This is an optimization exercise on Yosys and OpenROAD, whose aim is small area, a short achievable clock period and few clock cycles, not a production implementation.
At most, simulation tests tie the RTL to the original design; equivalence was not proved.

## run 1
Design huffman, start of the top module:
module huffman (
	input  logic        clk,
	input  logic        reset,
	input  logic        gray_valid,
	input  logic [7:0]  gray_data,
	output logic        cnt_valid,
	output logic [47:0] cnt,           
	output logic        code_valid,
	output logic [47:0] hc,            
	output logic [47:0] m              
);
For scale: roughly 1500 cells after synthesis, ~160 I/O pins.
export LEC_CHECK = 0
export CAP_MARGIN = 20
export CORE_MARGIN = 2
export CORE_UTILIZATION = 40
export CTS_CLUSTER_DIAMETER = 90
export CTS_CLUSTER_SIZE = 25
export SETUP_SLACK_MARGIN = 3.3
export SLEW_MARGIN = 20
create_clock -name core_clock -period 6.0 [get_ports {clk}]
standard.sh (not shown) runs the stock make flow with config.mk's settings and CLKGATE_MAP_FILE= SYNTH_SCRIPT=/design/flow/synth_recipe.tcl, a recipe that flattens the netlist after the stock synthesis.
==> flow/flow/run.sh <==
#!/bin/bash
# The standard layout, with the smallest plain buffer on the ports and the
# resizer free to change a cell's footprint (the platform holds it to the same
# footprint, which keeps the port buffers in the slow delay-buffer family).
set -euo pipefail
bash standard.sh MATCH_CELL_FOOTPRINT=0 \
	"BUFFER_PORTS_ARGS=-buffer_cell sky130_fd_sc_hd__buf_1" \
	finish > standard_flow.log 2>&1
Testbench counts of run 1, summed over its fixed seeds: cycles 19,092.
Input-level comparison between run 2 and run 1:
- a change of SETUP_SLACK_MARGIN from 3.3 to 3.4
- a change of CTS_CLUSTER_SIZE from 25 to 20
- a change of CTS_CLUSTER_DIAMETER from 90 to 80
## What came out
- The final layout from run 2, which completed every stage, passed the timing, design-rule and antenna checks at the end of the flow.
- Density: run 2 denser than run 1
- Final standard cell area without fillers: run 2 and run 1 compared, lower one is run 1
- Run 2 vs run 1 on count of non-CTS buffers in the layout: run 2 is the higher one.
- Lower setup slack was reported by run 1, not run 2.
- Run 2 against run 1: part of the cycle the worst path needs -1.3 points, routability congestion estimate lost 3.3%, wire length went up 1900 um.
Edits applied to the flow inputs when going from run 2 to run 3:
- a change of CORE_UTILIZATION from 40 to 55
- a change of SETUP_SLACK_MARGIN from 3.4 to 3.3
## What came out
- Changes observed in run 3 relative to run 2: number of search-and-repair iterations in the first detailed-routing pass increased by 2 relative to the old numbers, clock-pin slew reported for the worst setup and hold paths after clock tree synthesis shows no meaningful change, post-route fraction of the period consumed by the critical path saw an increase, sequential cell area share up 2.5 points.
- Required time reported for the critical path endpoint, run 3 and run 2: smaller value in run 3
- Relative to run 2, routability congestion estimate increased by about 5% in run 3.
- The final critical-path setup slack number comes out higher for run 2 vs run 3.
- Run 3: done, clean on timing, DRC and antenna
- Fraction of met3 tracks used by global routing in run 3 is 0.40 points above run 2.
- Sort run 3 and run 2 by number of cells on the critical path, descending, and run 3 comes first.
Input changes introduced in run 4 (baseline for comparison: run 3):
- CTS_CLUSTER_SIZE changed from 20 to 25
- CTS_CLUSTER_DIAMETER changed from 80 to 90
- SETUP_SLACK_MARGIN changed from 3.3 to 3.2
- CORE_UTILIZATION changed from 55 to 40
First-iteration detailed-routing DRC count (run 4 over run 3): decrease, 206. Multi-input gate share of total cell area in run 4 vs run 3: down 0.56 points. Maximum clock rate for run 4 is lower than for run 3. Sort run 3 and run 4 by clock-buffer cell count asc -> top: run 4. On number of global-route vias before repair, run 3 and run 4 are neck and neck. Run 4 vs run 3 — routed wire length rose 1400 um. Run 4 -> run 3: sum of overflow across all layers after global routing delta 0, exact match. [compare] base=run 3 new=run 4: sequential fraction of total cell area comparable.

========
Another version of the RTL of huffman (not shown whole).
For scale: roughly 1400 cells after synthesis, ~160 I/O pins, about 0.012 sq mm of cells after synthesis.
clock: 6.0 ns
lec_check: 0
cap_margin: 20
core_margin: 2
core_utilization: 40
setup_slack_margin: 3.5
slew_margin: 20
run.sh (not shown) runs the stock make flow with config.mk's settings and CLKGATE_MAP_FILE= SYNTH_SCRIPT=/design/flow/synth_recipe.tcl, a recipe that flattens the netlist after the stock synthesis.
Stock flow here: none of the scripts above is used.
The starting point finished with timing, DRC and antenna clean.
Testbench counts at the start, summed over its fixed seeds: cycles 19,476.
Next try:
==> flow/flow/run.sh (new file) <==
#!/bin/bash
# The standard layout, with the smallest plain buffer on the ports and the
# resizer free to change a cell's footprint (the platform holds it to the same
# footprint, which keeps the port buffers in the slow delay-buffer family).
set -euo pipefail
bash standard.sh MATCH_CELL_FOOTPRINT=0 \
	"BUFFER_PORTS_ARGS=-buffer_cell sky130_fd_sc_hd__buf_1" \
	finish > standard_flow.log 2>&1
==> flow/standard.sh (new file) <==
#!/bin/bash
# synth_recipe.tcl (not shown) runs the flow's synth.tcl, then flattens the netlist and writes it again
# the make line also repeats each setting of config.mk as NAME=value (left out here)
make -C /OpenROAD-flow-scripts/flow DESIGN_CONFIG=/design/flow/config.mk WORK_HOME=/design/flow/orfs CLKGATE_MAP_FILE= SYNTH_SCRIPT=/design/flow/synth_recipe.tcl "${@:-finish}"
--- a/flow/config.mk
+++ b/flow/config.mk
@@ -11 +11,3 @@
-export SETUP_SLACK_MARGIN = 3.5
+export CTS_CLUSTER_DIAMETER = 100
+export CTS_CLUSTER_SIZE = 30
+export SETUP_SLACK_MARGIN = 3.4
removed: flow/run.sh
The new run finished with timing, DRC and antenna clean; area after synthesis stays the same; setup slack loses 11 ps; utilization fell by 6.8 points; non-clock buffer count fell by 82; via count went down by 4.7%.
Next try:
--- a/flow/config.mk
+++ b/flow/config.mk
@@ -13 +13 @@
-export SETUP_SLACK_MARGIN = 3.4
+export SETUP_SLACK_MARGIN = 3.2
Effect: First-iteration DRC count drops by 19%; synthesized area is unchanged; setup slack got worse by 94 ps; global-route usage shrinks by 1.2 points; die area is unchanged.
Next try:
--- a/flow/config.mk
+++ b/flow/config.mk
@@ -11,3 +11 @@
-export CTS_CLUSTER_DIAMETER = 100
-export CTS_CLUSTER_SIZE = 30
-export SETUP_SLACK_MARGIN = 3.2
+export SETUP_SLACK_MARGIN = 3.6
Effect: Wire length climbs by 21%; clock skew shrinks by 6.8 ps; non-clock buffer count came out higher by 116; synthesized area is unchanged.
Next try:
--- a/flow/config.mk
+++ b/flow/config.mk
@@ -11 +11,3 @@
-export SETUP_SLACK_MARGIN = 3.6
+export CTS_CLUSTER_DIAMETER = 90
+export CTS_CLUSTER_SIZE = 25
+export SETUP_SLACK_MARGIN = 3.2
Fmax increases by 1.7%.
Cell area decreases by 17%.
Register-to-register slack is better by 50 ps.
Sequential cell count does not change.
Sequential share of layout area increases by 5.6 points.
Wire length decreases by 17%.
Critical path depth decreases by 2.
Clock skew increases by 29 ps.
Next try:
--- a/flow/config.mk
+++ b/flow/config.mk
@@ -11,3 +11,3 @@
-export CTS_CLUSTER_DIAMETER = 90
-export CTS_CLUSTER_SIZE = 25
-export SETUP_SLACK_MARGIN = 3.2
+export CTS_CLUSTER_DIAMETER = 80
+export CTS_CLUSTER_SIZE = 20
+export SETUP_SLACK_MARGIN = 3.0
Synthesized cell count does not change.
Utilization is lower by 0.56 points.
Worst setup slack loses 110 ps.
Non-clock buffer count is lower by 11.
Area after synthesis does not change.
Sequential share of layout area is higher by 0.41 points.
Die area stays the same.
Critical path depth is higher by 3.
Final area is lower by 1.2%.
Maximum frequency is lower by 3.6%.
Routed wire length is higher by 0.97%.

========
## the previous run
Another version of the RTL of huffman (not shown whole).
Size: ~1300 cells after synthesis, ~180 flip-flops, roughly 12000 um2 of cells after synthesis.
make LEC_CHECK=0 ABC_CLOCK_PERIOD_IN_PS=2500 CAP_MARGIN=20 CORE_MARGIN=2 CORE_UTILIZATION=40 SETUP_SLACK_MARGIN=3.5 SLEW_MARGIN=20 finish   # period 6.0 ns
Stock flow here: none of the scripts above is used.
Changes in the current run relative to the previous run:
Settings: a change of SETUP_SLACK_MARGIN from 3.5 to 3.0; a change of ABC_CLOCK_PERIOD_IN_PS from 2500 to 3000.
==> comparison <==
Comparing the previous run and the current run, clock skew is higher on the current run. Summary of the current run over the previous run: area growth from synthesis to layout now sits lower; first-iteration DRC count moved up. In the reports for the previous run and the current run, the larger final cell count belongs to the previous run. Final design area excluding fillers is higher on the previous run. Relative to the previous run, the filler cell count measured on the current run has increased slightly. The first-pass GRT wire length number comes out lower for the current run vs the previous run. Post-route minimum period in the current run vs the previous run: down 0.031 ns.
No run of this note included a check of the RTL's function; only the layout flow was run.

========
Another version of the RTL of huffman (not shown whole).
Size in the first run: ~1400 cells after synthesis, about 200 flip-flops, ~160 I/O pins, ~0.012 sq mm of cells after synthesis.
==> flow/design.v (excerpt) <==
module huffman (
	input  logic        clk,
	input  logic        reset,
	input  logic        gray_valid,
	input  logic [7:0]  gray_data,
	output logic        cnt_valid,
	output logic [47:0] cnt,           
	output logic        code_valid,
	output logic [47:0] hc,            
	output logic [47:0] m              
);
	localparam int NUM_SYMBOLS = 6;
	localparam int CNT_W       = 8;
	localparam int CODE_W      = 8;
	localparam int SAMPLE_W    = 8;
	localparam int IDX_W       = 3;
	logic                                    burst_end;
	logic [NUM_SYMBOLS-1:0][CNT_W-1:0]       init_cnt;
	logic [NUM_SYMBOLS-1:0][IDX_W-1:0]       init_pos;
	logic                                    first;
	logic                                    merge;
	logic                                    last;
	logic [NUM_SYMBOLS-1:0]                  sym_a;
	logic [NUM_SYMBOLS-1:0]                  sym_b;
	logic [NUM_SYMBOLS-1:0]                  sym_c;
	logic                                    c_first;
	freq_counter #(
		.NUM_SYMBOLS (NUM_SYMBOLS),
		.CNT_W       (CNT_W),
		.SAMPLE_W    (SAMPLE_W)
	) freq_counter_i (
		.clk        (clk),
		.reset      (reset),
		.gray_valid (gray_valid),
		.gray_data  (gray_data),
		.cnt        (cnt),
		.cnt_valid  (cnt_valid),
		.burst_end  (burst_end)
	);
	count_sorter #(
		.NUM_SYMBOLS (NUM_SYMBOLS),
		.CNT_W       (CNT_W),
		.IDX_W       (IDX_W)
	) count_sorter_i (
		.cnt        (cnt),
		.init_cnt (init_cnt),
		.init_pos   (init_pos)
	);
	tree_merger #(
  ...
export LEC_CHECK = 0
export CAP_MARGIN = 20
export CORE_MARGIN = 2
export CORE_UTILIZATION = 40
export SETUP_SLACK_MARGIN = 3.0
export SLEW_MARGIN = 20
create_clock -name core_clock -period 6.0 [get_ports {clk}]
The baseline completed without violations.
Rerun with:
==> flow/flow/run.sh (new file) <==
#!/bin/bash
# The standard layout, with plain buffers on the ports and the resizer free to
# change a cell's footprint (the platform holds it to the same footprint).
set -euo pipefail
bash standard.sh MATCH_CELL_FOOTPRINT=0 \
	"BUFFER_PORTS_ARGS=-buffer_cell sky130_fd_sc_hd__buf_2" \
	finish > standard_flow.log 2>&1
==> flow/standard.sh (new file) <==
#!/bin/bash
# synth_recipe.tcl (not shown) runs the flow's synth.tcl, then flattens the netlist and writes it again
# the make line also repeats each setting of config.mk as NAME=value (left out here)
make -C /OpenROAD-flow-scripts/flow DESIGN_CONFIG=/design/flow/config.mk WORK_HOME=/design/flow/orfs CLKGATE_MAP_FILE= SYNTH_SCRIPT=/design/flow/synth_recipe.tcl "${@:-finish}"
--- a/flow/config.mk
+++ b/flow/config.mk
@@ -9,4 +9,4 @@
 export CORE_MARGIN = 2
 export CORE_UTILIZATION = 40
-export SETUP_SLACK_MARGIN = 3.0
+export SETUP_SLACK_MARGIN = 3.3
 export SLEW_MARGIN = 20
removed: flow/run.sh
What happened: The new run went through all stages and came out clean. Cell area came out lower by a few percent. Utilization goes down by 1.1 points. Sequential share of layout area rises by 0.67 points.
Rerun with:
==> flow/run.sh (new file) <==
#!/bin/bash
# synth_recipe.tcl (not shown) runs the flow's synth.tcl, then flattens the netlist and writes it again
# the make line also repeats each setting of config.mk as NAME=value (left out here)
make -C /OpenROAD-flow-scripts/flow DESIGN_CONFIG=/design/flow/config.mk WORK_HOME=/design/flow/orfs CLKGATE_MAP_FILE= SYNTH_SCRIPT=/design/flow/synth_recipe.tcl finish
removed: flow/flow/run.sh
removed: flow/standard.sh
Outcome: Flip-flop and latch count is unchanged. Routed wire length increases by about 6%. Area after synthesis does not change. Cell area came out higher by about 9%. Global-route usage went up by 1.7 points. Hold slack improved by 8.0 ps. Cell count rose by 2.8%. Die area does not change.
No functional check of the RTL was part of any run of this note.

========
huffman with an RTL version that a note above also has.
Size in the first run: ~1400 cells after synthesis, ~200 flip-flops, about 160 I/O pins, about 12000 um2 of cells after synthesis.
export LEC_CHECK = 0
export CAP_MARGIN = 20
export CORE_MARGIN = 2
export CORE_UTILIZATION = 40
export CTS_CLUSTER_DIAMETER = 80
export CTS_CLUSTER_SIZE = 20
export SETUP_SLACK_MARGIN = 3.4
export SLEW_MARGIN = 20
create_clock -name core_clock -period 6.0 [get_ports {clk}]
standard.sh (not shown) runs the stock make flow with config.mk's settings and CLKGATE_MAP_FILE= SYNTH_SCRIPT=/design/flow/synth_recipe.tcl, a recipe that flattens the netlist after the stock synthesis.
==> flow/flow/run.sh <==
#!/bin/bash
# The standard layout, with the smallest plain buffer on the ports and the
# resizer free to change a cell's footprint (the platform holds it to the same
# footprint, which keeps the port buffers in the slow delay-buffer family).
set -euo pipefail
bash standard.sh MATCH_CELL_FOOTPRINT=0 \
	"BUFFER_PORTS_ARGS=-buffer_cell sky130_fd_sc_hd__buf_1" \
	finish > standard_flow.log 2>&1
The starting point completed without violations.
Testbench counts at the start, summed over its fixed seeds: cycles 19,476.
Next try:
Settings changed: CTS_CLUSTER_DIAMETER 80 to not set, CTS_CLUSTER_SIZE 20 to not set.
=> Routed wire length rose by 0.92%. Critical path depth does not change. Utilization rose by 0.78 points. Via count rose by 0.38%. Final area rose by 1.6%. Worst setup slack gains 0.095 ns. Hold slack loses 0.0047 ns. Synthesized cell count is unchanged.

========
RTL: one of the versions met above, not the one the previous note started from.
For scale: ~1500 cells after synthesis, ~200 flip-flops, ~160 I/O pins, roughly 13000 µm² of cells after synthesis.
clock: 6.0 ns
lec_check: 0
cap_margin: 20
core_margin: 2
core_utilization: 40
cts_cluster_diameter: 80
cts_cluster_size: 20
place_density: 0.7
setup_slack_margin: 3.3
slew_margin: 20
Scripts as last shown in full above: flow/flow/run.sh
The first run completed without violations.
Testbench counts at the start, summed over its fixed seeds: cycles 19,092.
Edit:
- PLACE_DENSITY: 0.7 -> not set
- SETUP_SLACK_MARGIN: 3.3 -> 3.0
Effect: The changed run finished with timing, DRC and antenna clean; wire length is lower by a few percent; first-iteration DRC count went down slightly; via count fell by a few percent; sequential share of layout area came out higher by 1.2 points; register-to-register slack is worse by 0.20 ns; die area is unchanged; setup slack is worse by 0.20 ns; critical path depth went down by 2.
Edit:
- SETUP_SLACK_MARGIN: 3.0 -> 3.3
=>
- area after synthesis does not change
- setup slack improved by 0.23 ns
- routed wire length increases by 5.8%
- synthesized cell count does not change

========
== red ==
Starting RTL as in the previous note.
==> flow/design.v (excerpt) <==
module huffman (
	input  logic        clk,
	input  logic        reset,
	input  logic        gray_valid,
	input  logic [7:0]  gray_data,
	output logic        cnt_valid,
	output logic [47:0] cnt,           
	output logic        code_valid,
	output logic [47:0] hc,            
	output logic [47:0] m              
);
Settings: LEC_CHECK=0, CAP_MARGIN=20, CORE_MARGIN=2, CORE_UTILIZATION=40, CTS_BUF_LIST=sky130_fd_sc_hd__clkbuf_8, CTS_CLUSTER_DIAMETER=50, CTS_CLUSTER_SIZE=10, SETUP_SLACK_MARGIN=3.3, SLEW_MARGIN=20; clock period 6.0 ns.
Scripts as last shown in full above: flow/flow/run.sh
In summary, red completed successfully, with a layout that passed the timing, design-rule and antenna checks.
Testbench counts of red, summed over its fixed seeds: cycles 19,092.
#### Input delta (blue over red)
diff --git a/flow/config.mk b/flow/config.mk
--- a/flow/config.mk
+++ b/flow/config.mk
@@ -9,7 +9,6 @@
 export CORE_MARGIN = 2
 export CORE_UTILIZATION = 40
-export CTS_BUF_LIST = sky130_fd_sc_hd__clkbuf_8
-export CTS_CLUSTER_DIAMETER = 50
-export CTS_CLUSTER_SIZE = 10
-export SETUP_SLACK_MARGIN = 3.3
+export CTS_CLUSTER_DIAMETER = 80
+export CTS_CLUSTER_SIZE = 20
+export SETUP_SLACK_MARGIN = 3.2
 export SLEW_MARGIN = 20
### Flow results
Going from red to blue, via count of the first global-routing pass shrank slightly. Relative to red, final worst-path cycle share increased by 1.5 points in blue. [blue] area of the multi-input gates fell about 2.4% relative to red. Row maximum clock frequency: blue lower / red higher. Sort red and blue by clock tree buffer count of the final layout desc -> top: red.

==> re-timing with driven ports <==
The results above use ideal ports. As a check the final layouts listed here were re-extracted and re-timed, cells and wires unchanged.
Step 1 (the two cells are an assumption about what drives the block):
set clk [get_ports {clk}]
set_driving_cell -lib_cell sky130_fd_sc_hd__clkbuf_16 $clk
set_driving_cell -lib_cell sky130_fd_sc_hd__buf_2 [delete_from_list [all_inputs] $clk]
Step 2 times the ports against the registers' clock, not the clock port: input delays grow and output delays shrink by t, the midpoint of the rising clock arrivals with the driver on.
Three values: ideal ports, drivers, drivers and shift; two values: the first two.
| run | t (ns) | setup slack, ns | worst setup path at the end | worst data-port slew with drivers (ns) |
|---|---|---|---|---|
| run 1 | 0.524 | 3.280 / 3.280 / 3.020 | input to register | 0.03 |
| run 2 | 0.536 | 3.358 / 3.358 / 3.064 | input to register | 0.03 |
| run 3 | 0.528 | 3.257 / 3.257 / 3.015 | input to register | 0.03 |
| run 4 | 0.521 | 3.243 / 3.243 / 2.913 | input to register | 0.03 |
| the first run of note 2 | 0.579 | 3.335 / 3.335 / 3.014 | input to register | 0.04 |
| the second run of note 2 | 0.530 | 3.324 / 3.324 / 3.085 | input to register | 0.03 |
| the third run of note 2 | 0.528 | 3.230 / 3.230 / 2.873 | input to register | 0.03 |
| the fourth run of note 2 | 0.568 | 3.154 / 3.154 / 3.101 | input to register | 0.06 |
| the fifth run of note 2 | 0.527 | 3.201 / 3.201 / 2.849 | input to register | 0.03 |
| the sixth run of note 2 | 0.534 | 3.096 / 3.089 / 2.676 | input to register | 0.03 |
| the previous run | 0.493 | 0.571 / 0.571 / 0.571 | register to register | 0.04 |
| the current run | 0.496 | 0.603 / 0.603 / 0.603 | register to register | 0.03 |
| the first run of note 4 | 0.570 | 2.990 / 2.990 / 2.557 | input to register | 0.04 |
| the second run of note 4 | 0.582 | 2.909 / 2.909 / 2.868 | input to register | 0.03 |
| the third run of note 4 | 0.577 | 2.897 / 2.897 / 2.820 | input to register | 0.03 |
| the first run of note 5 | 0.551 | 3.248 / 3.248 / 3.071 | input to register | 0.03 |
| the second run of note 5 | 0.583 | 3.342 / 3.342 / 3.081 | input to register | 0.03 |
| the first run of note 6 | 0.530 | 3.316 / 3.316 / 3.040 | input to register | 0.03 |
| the second run of note 6 | 0.532 | 3.118 / 3.118 / 2.698 | input to register | 0.04 |
| the third run of note 6 | 0.551 | 3.344 / 3.344 / 3.017 | input to register | 0.03 |
| red | 0.629 | 3.332 / 3.332 / 3.005 | input to register | 0.03 |
| blue | 0.527 | 3.240 / 3.240 / 2.908 | input to register | 0.03 |
After both steps setup and hold are still met in every run listed. For the first run of note 4, which loses most, drivers alone change the setup slack by 0.000 ns; drivers and shift together by -0.433 ns.
